Background: an optimization exercise with open tools, aiming at small area and a short achievable clock period. Do not read the settings as production practice. Function was checked by simulation only, so behaviour that the tests miss may differ from the original.

==> try-yarrow: inputs <==
==> flow/design.v <==
module md_sched #(
    parameter int unsigned MULT_CYCLES = 5,
    parameter int unsigned DIV_CYCLES  = 10
) (
    input  logic        clk,
    input  logic        reset_n,
    input  logic [2:0]  e_op,
    input  logic [31:0] e_rs,
    input  logic [31:0] e_rt,
    input  logic        e_kill,
    input  logic        d_is_md,
    output logic [31:0] hi,
    output logic [31:0] lo,
    output logic        busy,
    output logic        md_stall
);
    localparam int MROWS = 7;    
    localparam int DROWS = 3;    
    logic op_mult, op_multu, op_div, op_divu, op_mthi, op_mtlo;
    logic issue_md, issue_mul, issue_div;
    always_comb begin
        op_mult  = !e_kill && (e_op == 3'd1);
        op_multu = !e_kill && (e_op == 3'd2);
        op_div   = !e_kill && (e_op == 3'd3);
        op_divu  = !e_kill && (e_op == 3'd4);
        op_mthi  = !e_kill && (e_op == 3'd5);
        op_mtlo  = !e_kill && (e_op == 3'd6);
        issue_mul = op_mult || op_multu;
        issue_div = op_div || op_divu;
        issue_md  = issue_mul || issue_div;
    end
    logic        busy_q;
    logic [31:0] hi_q, lo_q;
    logic [3:0]  cnt;        
    logic        m_mul;      
    logic        m_sgn;      
    logic        m_negq;     
    logic        m_negr;     
    logic        m_dz;       
    logic        m_cin;      
    logic [32:0] h_q;        
    logic [31:0] l_q;        
    logic [31:0] a_q;        
    logic        a_x;        
    logic [2:0]  q3_q;       
    logic        neg_n, neg_d;
    logic [31:0] rs_adj, rt_adj;
    logic [31:0] rs_pre;
    always_comb begin
        neg_n = op_div && e_rs[31];
        neg_d = op_div && e_rt[31];
        rs_pre[0] = 1'b0;
        for (int i = 1; i < 32; i++) rs_pre[i] = rs_pre[i-1] | e_rs[i-1];
        rs_adj = e_rs ^ ({32{neg_n}} & rs_pre);
        rt_adj = e_rt ^ {32{issue_div && !neg_d}};
    end
    logic [2:0] d3, t3, n_q3, n_r3;
    logic       d_small;
    always_comb begin
        d3      = neg_d ? (3'd0 - e_rt[2:0]) : e_rt[2:0];
        d_small = neg_d ? ((&e_rt[31:3]) && (|e_rt[2:0]))
                        : (!(|e_rt[31:3]) && (|e_rt[2:0]));
        t3      = rs_adj[31:29];
        if (d_small) begin
            n_q3 = t3 / d3;
            n_r3 = t3 % d3;
        end else begin
            n_q3 = 3'd0;
            n_r3 = t3;
        end
    end
    logic        m_div;
    logic        m_last;
    logic        m_corr;
    logic [MROWS-1:0][32:0] rx;  
    logic [MROWS-1:0][32:0] rs;  
    logic [MROWS-1:0] rc;        
    logic [MROWS-1:0] rp;        
    logic [32:0] h_nxt;          
    assign m_div  = !m_mul;
    assign m_last = (cnt == 4'd4);
    assign m_corr = m_last && m_sgn;    
    assign rx[0]  = h_q;
    for (genvar r = 0; r < MROWS; r++) begin : g_row
        localparam bit SHARED = (r == 0) || (r == 1) || (r == 6);
        wire        neg = (r == 3) ? m_corr : 1'b0;
        wire [32:0] y;
        wire [32:0] g   = rx[r] & y;
        wire [32:0] p   = rx[r] ^ y;
        wire [33:0] c;
        if (SHARED) begin : g_sh
            assign y    = {a_x, a_q};
            assign c[0] = m_cin;
            assign rp[r] = l_q[r] ? rs[r][0] : rx[r][0];
        end else begin : g_mo
            assign y    = ({33{l_q[r]}} & {a_x, a_q}) ^ {33{neg}};
            assign c[0] = neg;
            assign rp[r] = rs[r][0];
        end
        for (genvar i = 0; i < 33; i++) begin : g_bit
            assign rs[r][i] = p[i] ^ c[i];
            assign c[i+1]   = g[i] | (p[i] & c[i]);
        end
        assign rc[r] = c[33];
    end
    function automatic logic [32:0] shared_next(input logic [32:0] s, input logic [32:0] x,
                                                input logic b, input logic q, input logic n);
        logic mb, mn, dq, dn;
        logic [32:0] o;
        mb = m_mul & b;
        mn = m_mul & !b;
        dq = m_div & q;
        dn = m_div & !q;
        o[0] = (mb & s[1]) | (mn & x[1]) | (m_div & n);
        for (int i = 1; i < 32; i++)
            o[i] = (mb & s[i+1]) | (mn & x[i+1]) | (dq & s[i-1]) | (dn & x[i-1]);
        o[32] = (mb & m_sgn & s[32]) | (mn & m_sgn & x[32]) | (dq & s[31]) | (dn & x[31]);
        shared_next = o;
    endfunction
    assign rx[1] = shared_next(rs[0], rx[0], l_q[0], rc[0], l_q[27]);
    for (genvar r = 2; r < 6; r++) begin : g_mwire
        if (r == 2) begin : g_from_shared
            wire [32:0] o1 = l_q[1] ? rs[1] : rx[1];
            assign rx[r] = {m_sgn & o1[32], o1[32:1]};
        end else begin : g_plain
            assign rx[r] = {m_sgn & rs[r-1][32], rs[r-1][32:1]};
        end
    end
    wire dq1 = m_div & rc[1];
    wire dn1 = m_div & !rc[1];
    assign rx[6][0] = m_mul ? rs[5][1] : l_q[26];
    for (genvar i = 1; i < 32; i++) begin : g_mux6
        assign rx[6][i] = (m_mul & rs[5][i+1]) | (dq1 & rs[1][i-1]) | (dn1 & rx[1][i-1]);
    end
    assign rx[6][32] = (m_mul & m_sgn & rs[5][32]) | (dq1 & rs[1][31]) | (dn1 & rx[1][31]);
    assign h_nxt = shared_next(rs[6], rx[6], l_q[6], rc[6], l_q[25]);
    logic [31:0] h_pre, l_pre, h_neg, l_neg, d_rem, d_quo;
    logic        done;
    logic [31:0] hi_res, lo_res;
    always_comb begin
        d_rem = rx[6][32:1];
        d_quo = {q3_q, l_q[26:0], rc[0], rc[1]};
        h_pre[0] = 1'b0;
        l_pre[0] = 1'b0;
        for (int i = 1; i < 32; i++) begin
            h_pre[i] = h_pre[i-1] | d_rem[i-1];
            l_pre[i] = l_pre[i-1] | d_quo[i-1];
        end
        h_neg = d_rem ^ ({32{m_negr}} & h_pre);
        l_neg = d_quo ^ ({32{m_negq}} & l_pre);
        done  = m_mul ? m_last : (cnt == 4'd9);
        hi_res = m_mul ? rs[3][32:1] : h_neg;
        lo_res = m_mul ? {rp[3], rp[2], rp[1], rp[0], l_q[31:4]} : l_neg;
    end
    always_ff @(posedge clk or negedge reset_n) begin
        if (!reset_n) begin
            busy_q <= 1'b0;
            hi_q   <= '0;
            lo_q   <= '0;
        end else if (!busy_q) begin
            busy_q <= issue_md;
            if (op_mthi) hi_q <= e_rs;
            if (op_mtlo) lo_q <= e_rs;
        end else if (done) begin
            busy_q <= 1'b0;
            if (m_mul || !m_dz) begin
                hi_q <= hi_res;
                lo_q <= lo_res;
            end
        end
    end
    always_ff @(posedge clk) begin
        if (!busy_q) begin
            cnt    <= '0;
            m_mul  <= issue_mul;
            m_sgn  <= op_mult;
            m_negq <= op_div && (e_rs[31] ^ e_rt[31]);
            m_negr <= op_div && e_rs[31];
            m_dz   <= (e_rt == 32'd0);
            m_cin  <= issue_div && !neg_d;
            h_q    <= {29'd0, n_r3 & {3{issue_div}}, rs_adj[28] & issue_div};
            q3_q   <= n_q3;
            l_q    <= rs_adj;
            a_q    <= rt_adj;
            a_x    <= issue_div || (op_mult && e_rt[31]);
        end else begin
            cnt <= cnt + 4'd1;
            h_q <= h_nxt;
            if (m_mul) begin
                l_q <= {rp[6], rp[5], rp[4], rp[3], rp[2], rp[1], rp[0], l_q[31:MROWS]};
            end else begin
                l_q <= {l_q[31-DROWS:0], rc[0], rc[1], rc[6]};
            end
        end
    end
    assign hi       = hi_q;
    assign lo       = lo_q;
    assign busy     = busy_q;
    assign md_stall = d_is_md && (busy_q || issue_md);
endmodule
==> flow/flow/run.sh <==
#!/bin/bash
set -euo pipefail
bash standard.sh "BUFFER_PORTS_ARGS=-buffer_cell sky130_fd_sc_hd__buf_1" finish > standard.log 2>&1
==> flow/standard.sh <==
#!/bin/bash
# synth_recipe.tcl (not shown) runs the flow's synth.tcl, then flattens the netlist and writes it again
# the make line also repeats each setting of config.mk as NAME=value (left out here)
make -C /OpenROAD-flow-scripts/flow DESIGN_CONFIG=/design/flow/config.mk WORK_HOME=/design/flow/orfs CLKGATE_MAP_FILE= SYNTH_SCRIPT=/design/flow/synth_recipe.tcl "${@:-finish}"
==> flow/config.mk <==
export PLATFORM = sky130hd
export DESIGN_NAME = md_sched
export DESIGN_NICKNAME = md_sched
export VERILOG_FILES = /design/flow/design.v
export SDC_FILE = /design/flow/constraint.sdc
export NUM_CORES = 4
export LEC_CHECK = 0
export ABC_AREA = 1
export CAP_MARGIN = 0
export CORE_MARGIN = 2
export CORE_UTILIZATION = 65
export CTS_BUF_LIST = sky130_fd_sc_hd__clkbuf_4 sky130_fd_sc_hd__clkbuf_8
export SLEW_MARGIN = 0
==> flow/constraint.sdc <==
create_clock -name core_clock -period 100.0 [get_ports {clk}]
set_input_delay 20.0000 -clock core_clock [delete_from_list [all_inputs] [get_ports {clk}]]
set_output_delay 20.0000 -clock core_clock [all_outputs]
set_load 0.01 [all_outputs]
==> try-amber (differences from try-yarrow) <==
--- a/flow/design.v
+++ b/flow/design.v
@@ -40,3 +40,3 @@
     logic        m_cin;      
-    logic [32:0] h_q;        
+    logic [31:0] h_q;        
     logic [31:0] l_q;        
@@ -71,67 +71,42 @@
     end
-    logic        m_div;
+    logic [31:0] mh [MROWS+1];
+    logic [MROWS-1:0] mp;
     logic        m_last;
     logic        m_corr;
-    logic [MROWS-1:0][32:0] rx;  
-    logic [MROWS-1:0][32:0] rs;  
-    logic [MROWS-1:0] rc;        
-    logic [MROWS-1:0] rp;        
-    logic [32:0] h_nxt;          
-    assign m_div  = !m_mul;
     assign m_last = (cnt == 4'd4);
     assign m_corr = m_last && m_sgn;    
-    assign rx[0]  = h_q;
-    for (genvar r = 0; r < MROWS; r++) begin : g_row
-        localparam bit SHARED = (r == 0) || (r == 1) || (r == 6);
+    assign mh[0]  = h_q;
+    for (genvar r = 0; r < MROWS; r++) begin : g_mrow
         wire        neg = (r == 3) ? m_corr : 1'b0;
-        wire [32:0] y;
-        wire [32:0] g   = rx[r] & y;
-        wire [32:0] p   = rx[r] ^ y;
+        wire [32:0] x   = {m_sgn & mh[r][31], mh[r]};
+        wire [32:0] y   = ({33{l_q[r]}} & {a_x, a_q}) ^ {33{neg}};
+        wire [32:0] g   = x & y;
+        wire [32:0] p   = x ^ y;
         wire [33:0] c;
-        if (SHARED) begin : g_sh
-            assign y    = {a_x, a_q};
-            assign c[0] = m_cin;
-            assign rp[r] = l_q[r] ? rs[r][0] : rx[r][0];
-        end else begin : g_mo
-            assign y    = ({33{l_q[r]}} & {a_x, a_q}) ^ {33{neg}};
-            assign c[0] = neg;
-            assign rp[r] = rs[r][0];
+        wire [32:0] s;
+        assign c[0] = neg;
+        for (genvar i = 0; i < 33; i++) begin : g_bit
+            assign s[i]   = p[i] ^ c[i];
+            assign c[i+1] = g[i] | (p[i] & c[i]);
         end
-        for (genvar i = 0; i < 33; i++) begin : g_bit
-            assign rs[r][i] = p[i] ^ c[i];
-            assign c[i+1]   = g[i] | (p[i] & c[i]);
+        assign mp[r]   = s[0];
+        assign mh[r+1] = s[32:1];
+    end
+    logic [31:0] dr [DROWS+1];
+    logic [DROWS-1:0] dq;
+    assign dr[0] = h_q;
+    for (genvar r = 0; r < DROWS; r++) begin : g_drow
+        wire [32:0] x = {dr[r], l_q[28-r]};
+        wire [31:0] g = x[31:0] & a_q;
+        wire [31:0] p = x[31:0] ^ a_q;
+        wire [32:0] c;
+        wire [31:0] s;
+        assign c[0] = m_cin;
+        for (genvar i = 0; i < 32; i++) begin : g_bit
+            assign s[i]   = p[i] ^ c[i];
+            assign c[i+1] = g[i] | (p[i] & c[i]);
         end
-        assign rc[r] = c[33];
+        assign dq[r]   = x[32] | c[32];
+        assign dr[r+1] = dq[r] ? s : x[31:0];
     end
-    function automatic logic [32:0] shared_next(input logic [32:0] s, input logic [32:0] x,
-                                                input logic b, input logic q, input logic n);
-        logic mb, mn, dq, dn;
-        logic [32:0] o;
-        mb = m_mul & b;
-        mn = m_mul & !b;
-        dq = m_div & q;
-        dn = m_div & !q;
-        o[0] = (mb & s[1]) | (mn & x[1]) | (m_div & n);
-        for (int i = 1; i < 32; i++)
-            o[i] = (mb & s[i+1]) | (mn & x[i+1]) | (dq & s[i-1]) | (dn & x[i-1]);
-        o[32] = (mb & m_sgn & s[32]) | (mn & m_sgn & x[32]) | (dq & s[31]) | (dn & x[31]);
-        shared_next = o;
-    endfunction
-    assign rx[1] = shared_next(rs[0], rx[0], l_q[0], rc[0], l_q[27]);
-    for (genvar r = 2; r < 6; r++) begin : g_mwire
-        if (r == 2) begin : g_from_shared
-            wire [32:0] o1 = l_q[1] ? rs[1] : rx[1];
-            assign rx[r] = {m_sgn & o1[32], o1[32:1]};
-        end else begin : g_plain
-            assign rx[r] = {m_sgn & rs[r-1][32], rs[r-1][32:1]};
-        end
-    end
-    wire dq1 = m_div & rc[1];
-    wire dn1 = m_div & !rc[1];
-    assign rx[6][0] = m_mul ? rs[5][1] : l_q[26];
-    for (genvar i = 1; i < 32; i++) begin : g_mux6
-        assign rx[6][i] = (m_mul & rs[5][i+1]) | (dq1 & rs[1][i-1]) | (dn1 & rx[1][i-1]);
-    end
-    assign rx[6][32] = (m_mul & m_sgn & rs[5][32]) | (dq1 & rs[1][31]) | (dn1 & rx[1][31]);
-    assign h_nxt = shared_next(rs[6], rx[6], l_q[6], rc[6], l_q[25]);
     logic [31:0] h_pre, l_pre, h_neg, l_neg, d_rem, d_quo;
@@ -140,4 +115,4 @@
     always_comb begin
-        d_rem = rx[6][32:1];
-        d_quo = {q3_q, l_q[26:0], rc[0], rc[1]};
+        d_rem = dr[2];
+        d_quo = {q3_q, l_q[26:0], dq[0], dq[1]};
         h_pre[0] = 1'b0;
@@ -151,4 +126,4 @@
         done  = m_mul ? m_last : (cnt == 4'd9);
-        hi_res = m_mul ? rs[3][32:1] : h_neg;
-        lo_res = m_mul ? {rp[3], rp[2], rp[1], rp[0], l_q[31:4]} : l_neg;
+        hi_res = m_mul ? mh[4] : h_neg;
+        lo_res = m_mul ? {mp[3:0], l_q[31:4]} : l_neg;
     end
@@ -179,4 +154,4 @@
             m_dz   <= (e_rt == 32'd0);
-            m_cin  <= issue_div && !neg_d;
-            h_q    <= {29'd0, n_r3 & {3{issue_div}}, rs_adj[28] & issue_div};
+            m_cin  <= !neg_d;
+            h_q    <= {29'd0, n_r3 & {3{issue_div}}};
             q3_q   <= n_q3;
@@ -184,10 +159,11 @@
             a_q    <= rt_adj;
-            a_x    <= issue_div || (op_mult && e_rt[31]);
+            a_x    <= op_mult && e_rt[31];
         end else begin
             cnt <= cnt + 4'd1;
-            h_q <= h_nxt;
             if (m_mul) begin
-                l_q <= {rp[6], rp[5], rp[4], rp[3], rp[2], rp[1], rp[0], l_q[31:MROWS]};
+                h_q <= mh[MROWS];
+                l_q <= {mp[MROWS-1:0], l_q[31:MROWS]};
             end else begin
-                l_q <= {l_q[31-DROWS:0], rc[0], rc[1], rc[6]};
+                h_q <= dr[DROWS];
+                l_q <= {l_q[31-DROWS:0], dq[0], dq[1], dq[2]};
             end
==> flow/run.sh (new file) <==
#!/bin/bash
# synth_recipe.tcl (not shown) runs the flow's synth.tcl, then flattens the netlist and writes it again
# the make line also repeats each setting of config.mk as NAME=value (left out here)
make -C /OpenROAD-flow-scripts/flow DESIGN_CONFIG=/design/flow/config.mk WORK_HOME=/design/flow/orfs CLKGATE_MAP_FILE= SYNTH_SCRIPT=/design/flow/synth_recipe.tcl finish
Settings changed: ABC_AREA 1 to default, CAP_MARGIN 0 to 20, CORE_UTILIZATION 65 to 40, CTS_BUF_LIST sky130_fd_sc_hd__clkbuf_4 sky130_fd_sc_hd__clkbuf_8 to default, SLEW_MARGIN 0 to 20.
removed: flow/flow/run.sh
removed: flow/standard.sh
==> try-garnet (differences from try-yarrow) <==
==> flow/run.sh (new file) <==
#!/bin/bash
# synth_recipe.tcl (not shown) runs the flow's synth.tcl, then flattens the netlist and writes it again
# the make line also repeats each setting of config.mk as NAME=value (left out here)
make -C /OpenROAD-flow-scripts/flow DESIGN_CONFIG=/design/flow/config.mk WORK_HOME=/design/flow/orfs CLKGATE_MAP_FILE= SYNTH_SCRIPT=/design/flow/synth_recipe.tcl finish
removed: flow/flow/run.sh
removed: flow/standard.sh
==> comparison table <==
| quantity | try-garnet | try-amber | try-yarrow |
|---|---|---|---|
| Status | finished clean | finished clean | finished clean |
| Site Rows | 61 | 83 | 61 |
| Via count | 17500 | 16800 | 17400 |
| Clock Root Buffer | sky130_fd_sc_hd__clkbuf_8 | sky130_fd_sc_hd__clkbuf_16 | sky130_fd_sc_hd__clkbuf_8 |
| Slack of the critical path | 57.46 ns | 57.29 ns | 57.41 ns |
| Minimum clock period | 42.54 ns | 42.71 ns | 42.59 ns |
| Post-synthesis register bit count | 176 | 175 | 176 |
| Reg2reg path depth | 118 | 106 | 118 |
| Required time at the worst-slack endpoint | 100.43 ns | 100.39 ns | 100.43 ns |
| Core Util, Final | 73.3% | 45.3% | 70.2% |
| Number of combinational gates with multiple inputs | 1666 | 1724 | 1666 |
| Fraction of registers with async set or reset after synthesis | 36.9% | 37.1% | 36.9% |
| Fill count | 2277 | 5082 | 2378 |
| Total area of sequential cells | 4270 µm² | 4250 µm² | 4270 µm² |
| Cell count after placement | 2821 | 2979 | 2819 |
| CTS sink cnt | 176 | 175 | 176 |
| Adder-cell share of the synthesized area | 25.1% | 31.4% | 25.1% |

port drivers added, routing unchanged:
Ports are ideal in the flow. The routed layouts listed here were re-timed in OpenROAD.
Step 1: set_driving_cell puts a clkbuf_16 on clk and a buf_2 on each other input, an assumption about the parent block.
Step 2 also shifts input and output timing later by t, the mid clock arrival at the registers, as if the neighbouring blocks saw the same clock.
a / b / c = ideal / step 1 / step 2; a / b = the first two.
| run | shift t [ns] | setup slack, ns | worst register clock-pin slew, ns | worst slew at a driven data input, ns | cell pins on the clock port's net |
|---|---|---|---|---|---|
| try-yarrow | 0.583 | 57.406 / 57.406 / 57.406 | 0.12 / 0.12 | 0.06 | 1 |
| try-amber | 0.550 | 57.286 / 57.286 / 57.286 | 0.08 / 0.08 | 0.06 | 1 |
| try-garnet | 0.583 | 57.458 / 57.458 / 57.458 | 0.12 / 0.12 | 0.04 | 1 |
After both steps every run listed still meets setup and hold.
